Source: an optimization exercise on an open RTL-to-GDS flow (aim: small area, a short achievable clock period and few clock cycles per item). Production flows keep margins and buffers that such runs may drop.
The RTL was checked by simulation tests, not by an equivalence proof against the original design.

== beta ==
Design pid_heading_speed_controller, start of the top module:
module pid_heading_speed_controller
(
    input  logic                 clk,
    input  logic                 rst_n,
    input  logic                 cfg_we,
    input  logic [phsc_pkg::CFG_IDX_W-1:0] cfg_index,
    input  logic [phsc_pkg::DATA_W-1:0]    cfg_data,
    input  logic                 s_axis_tvalid,
    output logic                 s_axis_tready,
    input  logic [2*phsc_pkg::DATA_W-1:0]  s_axis_tdata,    
    output logic                 m_axis_tvalid,
    input  logic                 m_axis_tready,
    output logic [2*phsc_pkg::DATA_W-1:0]  m_axis_tdata     
);
    logic signed [31:0] i_gain_reg;
    logic [30:0]        head_thr_reg, dist_thr_reg;
    logic [15:0] kp_one, kp_two, kp_neg;
    logic [15:0] kd_one, kd_two, kd_neg;
    logic [15:0] kf_one, kf_two, kf_neg;
    logic [15:0] rt_one, rt_two, rt_neg;
    logic [8:0]  dt_one, dt_two, dt_neg;
    logic [15:0] w_one, w_two, w_neg;      
    logic [15:0] wr_one, wr_two, wr_neg;   
    logic [8:0]  wt_one, wt_two, wt_neg;   
    phsc_benc #(.BW(32)) u_enc_w  (.b(cfg_data),                .one(w_one),  .two(w_two),  .neg(w_neg));
    phsc_benc #(.BW(32)) u_enc_wr (.b({1'b0, cfg_data[30:0]}),  .one(wr_one), .two(wr_two), .neg(wr_neg));
    phsc_benc #(.BW(18)) u_enc_wt (.b({2'b00, cfg_data[15:0]}), .one(wt_one), .two(wt_two), .neg(wt_neg));
    always_ff @(posedge clk or negedge rst_n)
    begin
        if (!rst_n)
        begin
            i_gain_reg   <= '0;
            head_thr_reg <= 31'd3277;
            dist_thr_reg <= 31'd3277;
            kp_one <= '0;
            kp_two <= '0;
            kp_neg <= '0;
            kd_one <= '0;
            kd_two <= '0;
            kd_neg <= '0;
            kf_one <= '0;
            kf_two <= '0;
            kf_neg <= '0;
            rt_one <= 16'h0600;
            rt_two <= 16'h0100;
            rt_neg <= 16'h0300;
            dt_one <= 9'h002;
            dt_two <= 9'h07d;
            dt_neg <= 9'h02b;
        end
  ...
export LEC_CHECK = 0
export CAP_MARGIN = 20
export CORE_MARGIN = 2
export CORE_UTILIZATION = 40
export CTS_CLUSTER_DIAMETER = 100
export CTS_CLUSTER_SIZE = 24
export PLACE_DENSITY = 0.68
export SLEW_MARGIN = 20
create_clock -name core_clock -period 11.0 [get_ports {clk}]
standard.sh (not shown) runs the stock make flow with config.mk's settings and CLKGATE_MAP_FILE= SYNTH_SCRIPT=/design/flow/synth_recipe.tcl, a recipe that flattens the netlist after the stock synthesis.
==> flow/flow/run.sh <==
#!/bin/bash
# standard layout, with timing repair aiming below the clock period (setup margin in ns)
set -euo pipefail
MARGIN=$(cat flow/margin.txt)
bash standard.sh SETUP_SLACK_MARGIN=$MARGIN finish > flow_make.log 2>&1
==> flow/flow/margin.txt <==
6.5
Testbench counts of beta, summed over its fixed seeds: cycles 4,856, items 4,800.
diff inputs: beta => epsilon
- PLACE_DENSITY changed from 0.68 to 0.6
Notes after the runs:
Summary of epsilon over beta: design area essentially unchanged; largest net degree at the start of global routing increased 5. From beta to epsilon the numbers moved as follows: final standard cell count with taps included and fillers excluded saw little to no change; required time at the endpoint of the critical path increased 60 ps. The higher post-layout worst setup margin of epsilon and beta is in beta. beta vs epsilon, capturing instance or port of the critical path: r_kd.rc[19] vs r_kd.rk. Between epsilon and beta, the layout-stage area growth over the synthesis result figures differ only marginally. Reported for epsilon and beta, area fraction in compound gates after synthesis turned out identical to the last digit.

========
pid_heading_speed_controller, a different RTL version from the one above (not shown whole).
For scale: about 18000 cells after synthesis, ~1500 flip-flops, ~170 I/O pins.
Settings: LEC_CHECK=0, CAP_MARGIN=20, CORE_MARGIN=2, CORE_UTILIZATION=40, CTS_CLUSTER_DIAMETER=100, CTS_CLUSTER_SIZE=24, PLACE_DENSITY=0.6, SLEW_MARGIN=20; clock period 11.0 ns.
==> flow/flow/margin.txt <==
6
Scripts as last shown in full above: flow/flow/run.sh
The starting point passed the timing, DRC and antenna checks.
Testbench counts at the start, summed over its fixed seeds: cycles 4,856, items 4,800.
==> next run, changes <==
==> flow/flow/margin.txt (replaced) <==
6.5
Result: The new run finished clean; area after synthesis does not change; setup slack gains 210 ps; core utilization increases by 1.8 points; final area increases by 4.3%; global-route usage increases by 0.65 points.

separate check: timing with driven ports:
The results above use ideal ports. As a check the final layouts listed here were re-extracted and re-timed, cells and wires unchanged.
Step 1, drivers: a clkbuf_16 drives clk and a buf_2 each remaining input, both assumed.
Step 2 adds t to the input delays and takes it off the output delays; t is the mean of the earliest and latest rising clock arrival at the registers after step 1. Input paths then give back, and output paths get back, about the clock's delay inside the block.
Slacks: ideal / step 1 / step 2; pairs: ideal / step 1.
| run | t, ns | setup slack, ns | hold slack, ns | worst setup path at the end |
|---|---|---|---|---|
| beta | 1.020 | 6.486 / 6.486 / 6.251 | 0.361 / 0.361 / 0.361 | input to register |
| epsilon | 1.039 | 6.453 / 6.453 / 5.656 | 0.418 / 0.418 / 0.418 | input to register |
| the first run of note 2 | 1.006 | 6.062 / 6.062 / 6.062 | 0.408 / 0.408 / 0.408 | register to register |
| the second run of note 2 | 1.050 | 6.275 / 6.275 / 5.961 | 0.359 / 0.359 / 0.359 | input to register |
After both steps setup and hold are still met in every run listed. For epsilon, which loses most, drivers alone change the setup slack by 0.000 ns; drivers and shift together by -0.797 ns.
